Context: an optimization exercise on an open-source flow, tuned for small area, a short achievable clock period and few clock cycles per item. The choices shown serve that exercise and are no tape-out recipe.
Where RTL was checked, it was by simulation tests only, not by an equivalence proof against the original.

==> flow/design.v (excerpt) <==
module exec_cluster (
  input  logic        clk,
  input  logic        rst_n,
  input  logic        in_valid,
  input  logic [6:0]  in_funct7,
  input  logic [2:0]  in_funct3,
  input  logic [31:0] in_a,
  input  logic [31:0] in_b,
  output logic        in_credit,
  input  logic        out_credit,
  output logic        out_valid,
  output logic [3:0]  out_tag,
  output logic [31:0] out_value
);
Settings: LEC_CHECK=0, CAP_MARGIN=20, CORE_MARGIN=2, CORE_UTILIZATION=40, PLACE_DENSITY=0.6, SETUP_SLACK_MARGIN=3.0, SLEW_MARGIN=20; clock period 8.0 ns.
run.sh (not shown) runs the stock make flow with config.mk's settings and CLKGATE_MAP_FILE= SYNTH_SCRIPT=/design/flow/synth_recipe.tcl, a recipe that flattens the netlist after the stock synthesis.
Testbench counts at the start, summed over its fixed seeds: cycles 7,925, items 4,800.
Then changed:
--- a/flow/design.v
+++ b/flow/design.v
@@ -88,14 +88,14 @@
   output logic [31:0] m2,
   output logic [31:0] m3,
   output logic [31:0] m4,
   output logic [31:0] m5,
   output logic [31:0] m6
 );
-  localparam logic [2:0] S_IDLE = 3'd0, S_NEG = 3'd1, S_DPREP = 3'd2, S_ALIGN = 3'd3,
-                         S_STEP = 3'd4, S_CORR = 3'd5, S_NEGR = 3'd6, S_FIX = 3'd7;
+  localparam logic [2:0] S_IDLE = 3'd0, S_NEG = 3'd1, S_DPREP = 3'd2, S_STEP = 3'd3,
+                         S_NEGR = 3'd4, S_FIX = 3'd5;
   logic [2:0]  state, state_n;
   logic [2:0]  op_q;
   logic        neg_q;     
   logic [6:0]  msel;      
   logic [4:0]  cnt;
   logic [8:0]  bsel;      
@@ -155,15 +155,15 @@
   logic        zdiv, qzero;
   assign bx    = blen(X[31:0]);
   assign bz    = blen(Z[32] ? {~Z[31:1], 1'b1} : Z[31:0]);
   assign sdiff = bx - bz;
   assign zdiv  = (Z[31:0] == 32'd0);
   assign qzero = (bx < bz);
-  assign sh_req = (state == S_ALIGN);
-  assign sh_amt = cnt;
+  assign sh_req = (state == S_DPREP);
   assign sh_v   = Z[31:0];
+  assign sh_amt = (zdiv || qzero) ? 5'd0 : sdiff[4:0];
   logic        is_mul_q;
   logic        one0, two0, neg0, one1, two1, neg1, one2, two2, neg2;
   logic [39:0] zs, bm0, bm1, bm2, r0, r1, r2, oa, ob, oc, od, s1, c1, s2, c2;
   logic [40:0] s3;
   logic [39:0] sum;
   logic        ge;
@@ -197,17 +197,14 @@
   logic [2:0] ld_state;
   assign ld_state = ld_mul ? S_STEP : (ea ? S_NEG : S_DPREP);
   assign free     = (state == S_IDLE) || (state == S_FIX && ack);
   always_comb begin
     case (state)
       S_NEG:   state_n = S_DPREP;
-      S_DPREP: state_n = S_ALIGN;
-      S_ALIGN: state_n = sh_free ? S_STEP : S_ALIGN;
-      S_STEP:  state_n = (cnt != 5'd0) ? S_STEP :
-                         (is_mul_q ? S_FIX : (op_q[1] ? S_CORR : (neg_q ? S_NEGR : S_FIX)));
-      S_CORR:  state_n = neg_q ? S_NEGR : S_FIX;
+      S_DPREP: state_n = sh_free ? S_STEP : S_DPREP;
+      S_STEP:  state_n = (cnt != 5'd0) ? S_STEP : ((!is_mul_q && neg_q) ? S_NEGR : S_FIX);
       S_NEGR:  state_n = S_FIX;
       S_FIX:   state_n = !ack ? S_FIX : (start ? ld_state : S_IDLE);
       default: state_n = start ? ld_state : S_IDLE;
     endcase
     if (!rst_n) state_n = S_IDLE;
   end
@@ -220,36 +217,32 @@
   always_ff @(posedge clk) begin
     case (state)
       S_NEG: begin
         X[31:0] <= nx;
       end
       S_DPREP: begin
-        if (zdiv) L[31:0] <= 32'hffff_ffff;
-        cnt <= (zdiv || qzero) ? 5'd0 : sdiff[4:0];
-      end
-      S_ALIGN: begin
-        if (sh_free) Z[31:0] <= sh_y;
-      end
-      S_CORR: begin
-        if (X[32]) X <= sum[32:0];
+        if (sh_free) begin
+          if (zdiv) L[31:0] <= 32'hffff_ffff;
+          Z[31:0] <= sh_y;
+          cnt     <= sh_amt;
+        end
       end
       S_NEGR: begin
         if (op_q[1]) X[31:0] <= nx;
         else         L[31:0] <= nx;
       end
       S_STEP: begin
         cnt <= cnt - 5'd1;
         if (is_mul_q) begin
           X    <= sum[38:6];
           L    <= {sum[5:0], L[35:6]};
           bsel <= booth3(L[11:5]);
         end else begin
-          X <= sum[32:0];
+          if (ge) X <= {1'b0, sum[31:0]};
           L <= {L[34:0], ge};
-          if (cnt != 5'd0) Z <= {Z[32], Z[32:1]};
-          bsel[6] <= (cnt == 5'd0) ? Z[32] : (ge ^ Z[32]);
+          Z <= {Z[32], Z[32:1]};
         end
       end
       default: begin
         if (free && start) begin
           op_q   <= ld_op;
           slot_q <= ld_slot;
What happened: Wire length increases by 7.4%; die area decreases by 0.70%; cell count came out higher by 3.6%; utilization rose by 4.5 points; register-to-register slack is worse by 1200 ps; non-clock buffer count rose by 161.
For the second run of this note, only the layout was checked, not whether the RTL still works.

---

== alpha ==
Starting RTL as in the previous note.
make LEC_CHECK=0 CAP_MARGIN=20 CORE_MARGIN=2 CORE_UTILIZATION=40 PLACE_DENSITY=0.6 SETUP_SLACK_MARGIN=3.5 SLEW_MARGIN=20 finish   # period 8.0 ns
Testbench counts of alpha, summed over its fixed seeds: cycles 7,925, items 4,800.
### alpha -> beta
--- a/flow/design.v
+++ b/flow/design.v
@@ -72,13 +72,13 @@
   input  logic [31:0] ld_a,
   input  logic [31:0] ld_b,
   input  logic [1:0]  ld_slot,
   input  logic        ack,
   input  logic        sh_free,    
   input  logic [31:0] sh_y,       
-  output logic        sh_req,     
+  output logic        align_n,    
   output logic [4:0]  sh_amt,
   output logic [31:0] sh_v,
   output logic        free,
   output logic [1:0]  slot_q,
   output logic        fix_n,      
   output logic [1:0]  slot_n,     
@@ -155,13 +155,12 @@
   logic        zdiv, qzero;
   assign bx    = blen(X[31:0]);
   assign bz    = blen(Z[32] ? {~Z[31:1], 1'b1} : Z[31:0]);
   assign sdiff = bx - bz;
   assign zdiv  = (Z[31:0] == 32'd0);
   assign qzero = (bx < bz);
-  assign sh_req = (state == S_ALIGN);
   assign sh_amt = cnt;
   assign sh_v   = Z[31:0];
   logic        is_mul_q;
   logic        one0, two0, neg0, one1, two1, neg1, one2, two2, neg2;
   logic [39:0] zs, bm0, bm1, bm2, r0, r1, r2, oa, ob, oc, od, s1, c1, s2, c2;
   logic [40:0] s3;
@@ -208,13 +207,14 @@
       S_NEGR:  state_n = S_FIX;
       S_FIX:   state_n = !ack ? S_FIX : (start ? ld_state : S_IDLE);
       default: state_n = start ? ld_state : S_IDLE;
     endcase
     if (!rst_n) state_n = S_IDLE;
   end
-  assign fix_n  = (state_n == S_FIX);
+  assign fix_n   = (state_n == S_FIX);
+  assign align_n = (state_n == S_ALIGN);
   assign slot_n = (free && start) ? ld_slot : slot_q;
   assign msel_n = (free && start) ? msel_ld : msel;
   always_ff @(posedge clk) begin
     state <= state_n;
   end
   always_ff @(posedge clk) begin
@@ -255,13 +255,13 @@
           slot_q <= ld_slot;
           msel   <= msel_ld;
           if (ld_mul) begin
             X    <= 33'd0;
             L    <= {{3{mult[32]}}, mult};
             Z    <= mcand;
-            bsel <= booth3({mult[5:0], 1'b0});
+            bsel <= swap ? booth3({ld_a[5:0], 1'b0}) : booth3({ld_b[5:0], 1'b0});
             cnt  <= (cm == 2'd0) ? 5'd0 : ((cm == 2'd1) ? 5'd2 : 5'd5);
           end else begin
             X      <= {1'b0, ld_a};
             L      <= 36'd0;
             Z      <= {eb, ld_b};
             bsel   <= DIV_SEL | {2'b00, ~eb, 6'b000000};
@@ -328,18 +328,22 @@
   logic [1:0]  wr_ptr;
   logic [2:0]  rd_ptr;      
   logic [4:0]  cred;
   logic [3:0]  osel;        
   logic [6:0]  omd;         
   logic [31:0] alu_y;
-  logic        md_sh_req;
+  logic        md_align_n;
+  logic        xsh;         
   logic [4:0]  md_sh_amt;
   logic [31:0] md_sh_v;
   logic [31:0] sh_y;
   logic        sh_free;
-  assign sh_free = !(ir_v && ir_sh);
+  always_ff @(posedge clk) begin
+    xsh <= md_align_n && !(in_valid && !d_md && (in_funct3 == 3'd1 || in_funct3 == 3'd5));
+  end
+  assign sh_free = xsh;
   alu_lane u_alu (
     .sub     (ir_sub),
     .left    (ir_left),
     .arith   (ir_arith),
     .sel_add (ir_add),
     .sel_sh  (ir_sh),
@@ -348,13 +352,13 @@
     .sel_xor (ir_xor),
     .sel_or  (ir_or),
     .sel_and (ir_and),
     .sel_a   (ir_md),
     .a       (ir_a),
     .b       (ir_b),
-    .xsh     (md_sh_req && sh_free),
+    .xsh     (xsh),
     .xv      (md_sh_v),
     .xamt    (md_sh_amt),
     .y       (alu_y),
     .xy      (sh_y)
   );
   logic        md_free;
@@ -395,13 +399,13 @@
     .ld_a   (ld_a),
     .ld_b   (ld_b),
     .ld_slot(ld_slot),
     .ack    (emit && head_fix),
     .sh_free(sh_free),
     .sh_y   (sh_y),
-    .sh_req (md_sh_req),
+    .align_n(md_align_n),
     .sh_amt (md_sh_amt),
     .sh_v   (md_sh_v),
     .free   (md_free),
     .slot_q (md_slot),
     .fix_n  (md_fix_n),
     .slot_n (md_slot_n),
### Flow results
In beta, the final setup slack of the worst path came out 0.098 ns below the value in alpha. Compare alpha and beta | share of post-route cells with drive strength above 1 lower: beta. Area overhead of the layout relative to synthesis ends up higher on alpha. Looking at gate count after technology mapping, beta sits 38 above alpha. Average vias per placed instance (lower): beta. Delta (beta minus alpha): detailed-route wire length moved down, fmax moved down, clock buffer count from CTS moved down, first-pass GRT wire length moved down.
For beta, only the layout was checked, not whether the RTL still works.

afterwards: timing with drivers on the ports:
Ports are ideal in the flow. The routed layouts listed here were re-timed in OpenROAD. Step 1: set_driving_cell puts a clkbuf_16 on clk and a buf_2 on each other input, an assumption about the parent block. Step 2 moves the port delays by t, midway between the first and last clock arrival at a register: inputs arrive t later, outputs are due t later. That takes back most of the time a late clock gives input paths. Slacks: ideal ports / drivers / drivers and shift; pairs: ideal ports / drivers.
run | t, ns | setup WS [ns] | worst hold slack (ns) | pins driven straight from the clock port
the first run of note 1 | 0.723 | 2.951 / 2.951 / 2.951 | 0.503 / 0.503 / 0.503 | 1
the second run of note 1 | 0.722 | 1.752 / 1.752 / 1.752 | 0.507 / 0.507 / 0.507 | 1
alpha | 0.727 | 3.161 / 3.161 / 3.161 | 0.525 / 0.525 / 0.525 | 1
beta | 0.718 | 3.063 / 3.063 / 3.063 | 0.502 / 0.502 / 0.502 | 1
After both steps every run listed still meets setup and hold.
